Context: an optimization exercise on an open-source flow, tuned for small area. The choices shown serve that exercise and are no tape-out recipe. In this exercise RTL edits were held to simulation tests only and were not proved equivalent to the original. Power figures rest on the tool's default switching activity, not on a simulated workload.

===== flow/design.v =====
module regfile_mp_sb #(
  parameter int DW       = 32,
  parameter int NREG     = 32,
  parameter int AW       = 5,
  parameter int NRD      = 2,
  parameter int BYPASS   = 1,
  parameter int ZERO_REG = 1
) (
  input  logic              clk,
  input  logic              clrn,
  input  logic [NRD*AW-1:0] ra,
  output logic [NRD*DW-1:0] qd,
  output logic [NRD-1:0]    qbusy,
  input  logic              we0,
  input  logic [AW-1:0]     wn0,
  input  logic [DW-1:0]     d0,
  input  logic              we1,
  input  logic [AW-1:0]     wn1,
  input  logic [DW-1:0]     d1,
  input  logic              iss_en,
  input  logic [AW-1:0]     iss_rd,
  output logic [AW:0]       busy_cnt,
  output logic              addr_err
);
  function automatic logic in_range(input logic [AW-1:0] a);
    in_range = a < NREG;
  endfunction
  function automatic logic addr_valid(input logic [AW-1:0] a);
    addr_valid = in_range(a) && !(ZERO_REG != 0 && a == '0);
  endfunction
  logic [DW-1:0]   mem [NREG];
  logic [NREG-1:0] busy;
  logic [NREG-1:0] busy_nxt;
  logic [AW:0]     rises;
  logic [AW:0]     falls;
  logic            wv0;
  logic            wv1;
  logic            iss_v;
  logic            oor;
  assign wv0   = we0 && addr_valid(wn0);
  assign wv1   = we1 && addr_valid(wn1);
  assign iss_v = iss_en && addr_valid(iss_rd);
  assign oor   = (we0 && !in_range(wn0)) || (we1 && !in_range(wn1)) ||
                 (iss_en && !in_range(iss_rd));
  always_ff @(posedge clk or negedge clrn) begin
    if (!clrn) begin
      for (int r = 0; r < NREG; r++) mem[r] <= '0;
    end else begin
      for (int r = 0; r < NREG; r++) begin
        if (wv1 && wn1 == r)      mem[r] <= d1;
        else if (wv0 && wn0 == r) mem[r] <= d0;
      end
    end
  end
  always_comb begin
    busy_nxt = busy;
    rises    = '0;
    falls    = '0;
    for (int r = 0; r < NREG; r++) begin
      busy_nxt[r] = (iss_v && iss_rd == r) ||
                    (busy[r] && !((wv0 && wn0 == r) || (wv1 && wn1 == r)));
      rises = rises + {{AW{1'b0}}, busy_nxt[r] & ~busy[r]};
      falls = falls + {{AW{1'b0}}, busy[r] & ~busy_nxt[r]};
    end
  end
  always_ff @(posedge clk or negedge clrn) begin
    if (!clrn) begin
      busy     <= '0;
      busy_cnt <= '0;
      addr_err <= 1'b0;
    end else begin
      busy     <= busy_nxt;
      busy_cnt <= busy_cnt + rises - falls;
      addr_err <= addr_err | oor;
    end
  end
  always_comb begin
    logic [AW-1:0] a;
    logic          hit0;
    logic          hit1;
    a     = '0;
    hit0  = 1'b0;
    hit1  = 1'b0;
    qd    = '0;
    qbusy = '0;
    for (int k = 0; k < NRD; k++) begin
      a    = ra[k*AW +: AW];
      hit0 = wv0 && wn0 == a;
      hit1 = wv1 && wn1 == a;
      if (addr_valid(a)) begin
        if (BYPASS != 0 && hit1)      qd[k*DW +: DW] = d1;
        else if (BYPASS != 0 && hit0) qd[k*DW +: DW] = d0;
        else                          qd[k*DW +: DW] = mem[a];
        qbusy[k] = busy[a] && !(BYPASS != 0 && (hit0 || hit1));
      end
    end
  end
endmodule

===== flow/run.sh =====
#!/bin/bash
# synth_recipe.tcl (not shown) runs the flow's synth.tcl, then flattens the netlist and writes it again
# the make line also repeats each setting of config.mk as NAME=value (left out here)
make -C /OpenROAD-flow-scripts/flow DESIGN_CONFIG=/design/flow/config.mk WORK_HOME=/design/flow/orfs CLKGATE_MAP_FILE= SYNTH_SCRIPT=/design/flow/synth_recipe.tcl finish

===== flow/config.mk =====
export PLATFORM = sky130hd
export DESIGN_NAME = regfile_mp_sb
export DESIGN_NICKNAME = regfile_mp_sb
export VERILOG_FILES = /design/flow/design.v
export SDC_FILE = /design/flow/constraint.sdc
export NUM_CORES = 4
export LEC_CHECK = 0
export CAP_MARGIN = 20
export CORE_MARGIN = 2
export CORE_UTILIZATION = 25
export PLACE_DENSITY = 0.32
export SLEW_MARGIN = 20

===== flow/constraint.sdc =====
create_clock -name core_clock -period 9.0 [get_ports {clk}]
set_input_delay 1.8000 -clock core_clock [delete_from_list [all_inputs] [get_ports {clk}]]
set_output_delay 1.8000 -clock core_clock [all_outputs]
set_load 0.01 [all_outputs]

==> flow_metrics.tcl <==
set metrics [dict create \
    power_density_nw_per_um2 242 \
    rows 189 \
    floorplan.initialDensity_pct 25.2 \
    layout_commonest_cell "mux2i_1" \
    post-place-ws_ns 0.211 \
    crit_buf_inv 4 \
    period_minus_slack_ns 8.19 \
    dieHeight_um 521 \
    cts_setup_buffers 0 \
    final_cell_mix "mux2i_1, dfrtp_1, a21oi_1" \
    vias 73100 \
    final-setup-viol-count 0 \
    drt_iter0_drc 12000 \
    overflow 0 \
    finalMaxSlewViolations 0 \
    routed_wl_um 560000 \
    io_buffer_count 165 \
    clock_path_buffers 4 \
    via_per_inst 6.50 \
    rsz0062_at_grt "no" \
    layout_setup_ws_ns 0.805 \
    hpwl_um 361000 \
    status "finished clean" \
    syn_area_per_cell_um2 8.88 \
    yosysSeqAreaShare_pct 38.6 \
    slowest_stage "nor4_1" \
    dieArea_um2 271000 \
    path_cells "buf_4, buf_4, nor3b_2, buf_4, and3_1, a2111oi_0, nand4_1, nor4_1, o21ai_1, clkdlybuf4s50_1" \
    relSlewSlack_pct 8.54 \
    io_pins 167 \
    cpLargestDelayFamily "buffers and inverters" \
    end_kind "output pin" \
    post_cts_resized 0 \
    synthDistinctLibCells 93 \
    synth_cells 7512 \
    leakage_nw 35.4 \
    cts_sinks 1030 \
    fmax_mhz 122 \
    core_um2 265000 \
    synth_fp_nets 7678 \
    fin_nets 7676 \
    ant_nets 0 \
    firstDrtPassIters 8 \
    critPathMaxStageDelay_ns 1.06 \
    period_share_pct 91.1 \
    area_growth_pct 19.8 \
    cts_buffers 154 \
    postCtsHoldBufs 0 \
    clkSlewWorstSetupHoldPaths_ns 0.06 \
    cpMostUsedCell "buf_4" \
    synth_edf_count 0 \
    grt_pass1_wl_um 715000 \
    root_buffer "clkbuf_16" \
    async_flop_share_pct 100 \
    path_class "input port to output pin" \
    skew_ns 0.0153 \
    tightestPinTransition_ns 1.37 \
    fin_setup_tns_ns 0 \
    ir_worst_vdd_v 0.000523 \
    hp-class "register to register" \
    wl_per_cell_um 49.9 \
    drc 0 \
    arrival_ns 6.39 \
    grt_use_total_pct 40.0 \
    grt_pass1_vias 65700 \
    syn_area_um2 66700 \
    htreeDepth 4 \
    hold_viol 0 \
    grt_max_degree 142 \
    antenna_found_initial 94 \
    synth_flop_cell "dfrtp_1" \
    start_kind "input port" \
    crit_required_ns 7.20 \
    synth-seq-cells 1030 \
    drive_above_1_share_pct 13.6 \
    dieWidth_um 521 \
    gp_congestion 0.985 \
    path_max_fanout 34 \
    cts_tree "done" \
    maxCapViolCount 0 \
    ys_warn_count 2 \
    clkLatencyLatePin_ns 0.87 \
]
flip-flops by register name, summed over array words and instances, names as in the netlist:
name	cells
mem	992
busy_cnt	6
busy	32
power by group:
part           total (mW)  switching (mW)  internal [mW]
registers            7.55            1.60           5.95
logic                5.53            3.14           2.39
clock network        6.28            2.62           3.66
cell usage after synthesis (all sizes together) (111+ instances only):
cell type / n / area [µm²]
a21oi: 826 / 4130
a22oi: 491 / 3690
and3: 298 / 1880
buf: 362 / 1910
clkbuf: 509 / 1910
dfrtp: 1030 / 25800
inv: 111 / 417
mux2i: 1100 / 11000
nand2: 419 / 1580
nand3: 159 / 801
nand4: 124 / 776
nor2: 896 / 3400
o21ai: 353 / 1770
final timing paths:
| kind | from | endpoint | slack, ns | cells past startpoint |
|---|---|---|---|---|
| max | ra[8] | qd[33] | 0.81 | 10 |
| min | mem[16][13]$_DFFE_PN0P_ | mem[16][13]$_DFFE_PN0P_ | 0.51 | 2 |
| max reg2reg | busy[16]$_DFF_PN0_ | busy_cnt[5]$_DFF_PN0_ | 2.78 | 21 |
| min reg2reg | mem[16][13]$_DFFE_PN0P_ | mem[16][13]$_DFFE_PN0P_ | 0.51 | 2 |
| max in group asynchronous | clrn | mem[9][18]$_DFFE_PN0P_ | 6.13 | 3 |
| min in group asynchronous | clrn | mem[27][10]$_DFFE_PN0P_ | 0.94 | 1 |
routing by layer:
metal / wire length [µm] / vias up / GRT usage [%]
li1: - / 27400 / -
met1: 227000 / 37600 / 52.4
met2: 233000 / 6117 / 57.6
met3: 59200 / 1830 / 11.4
met4: 41400 / 28 / 24.8
met5: 252 / - / 0
tightest hold or removal path: stages, from the launching register on:
cell and delay [ns]:
dfrtp_1 0.37, nand2_1 0.05, o21ai_0 0.06
kinds of logic (layout without fill, tap and decap cells):
| family | count (synthesis) | in the layout | synth area share [%] |
|---|---|---|---|
| AOI/OAI and AO/OA | 2049 | 2049 | 19.2 |
| xor gates and xnor gates | 26 | 26 | 0.341 |
| adders and majority gates | 72 | 72 | 2.01 |
| buffers and inverters | 982 | 1093 | 6.35 |
| DFF | 1030 | 1030 | 38.6 |
| muxes | 1138 | 1138 | 17.5 |
| other | 1 | 81 | 0.00562 |
| and+or+nand+nor | 2214 | 2214 | 16.0 |
area by class of cell:
type / count / area, µm²
Clock buffer: 232 / 4560
Timing Repair Buffer: 713 / 6300
Multi-Input combinational cell: 5500 / 37900
Sequential cell: 1030 / 25800
Clock inverter: 37 / 390
Tap cell: 3533 / 4420
Fill cell: 28000 / 185000
Inverter: 111 / 417
Antenna cell: 80 / 200
metrics by stage:
step	total power [mW]	hold slack (ns)	cell area [µm²]	utilization, %	cells
6_report	19.4	0.512	79900	30.1	11200
5_1_grt	20.2	0.526	79700	30.1	11200
2_1_floorplan	10.2	0.459	66700	-	7512
3_3_place_gp	13.0	0.481	74600	28.1	10900
4_1_cts	19.3	0.511	79700	30.0	11200
3_5_place_dp	13.0	0.497	74700	28.2	10900

static timing again, ports no longer ideal:
How much do the figures lean on ideal ports? The routed layout below was timed once more, with nothing changed but the port constraints.
Step 1, drivers: a clkbuf_16 drives clk and a buf_2 each remaining input, both assumed.
Step 2 moves the port delays by t, midway between the first and last clock arrival at a register: inputs arrive t later, outputs are due t later. That takes back most of the time a late clock gives input paths.
a / b / c = ideal ports / drivers / drivers and shift; a / b = the first two.
t (ns): 0.969
setup slack, ns: 0.805 / 0.700 / -0.018
worst setup path at the end: input to register
With both steps, setup timing fails in this run, where it was met with ideal ports. The setup slack of this run moves by -0.105 ns with the drivers and by -0.823 ns with both steps.
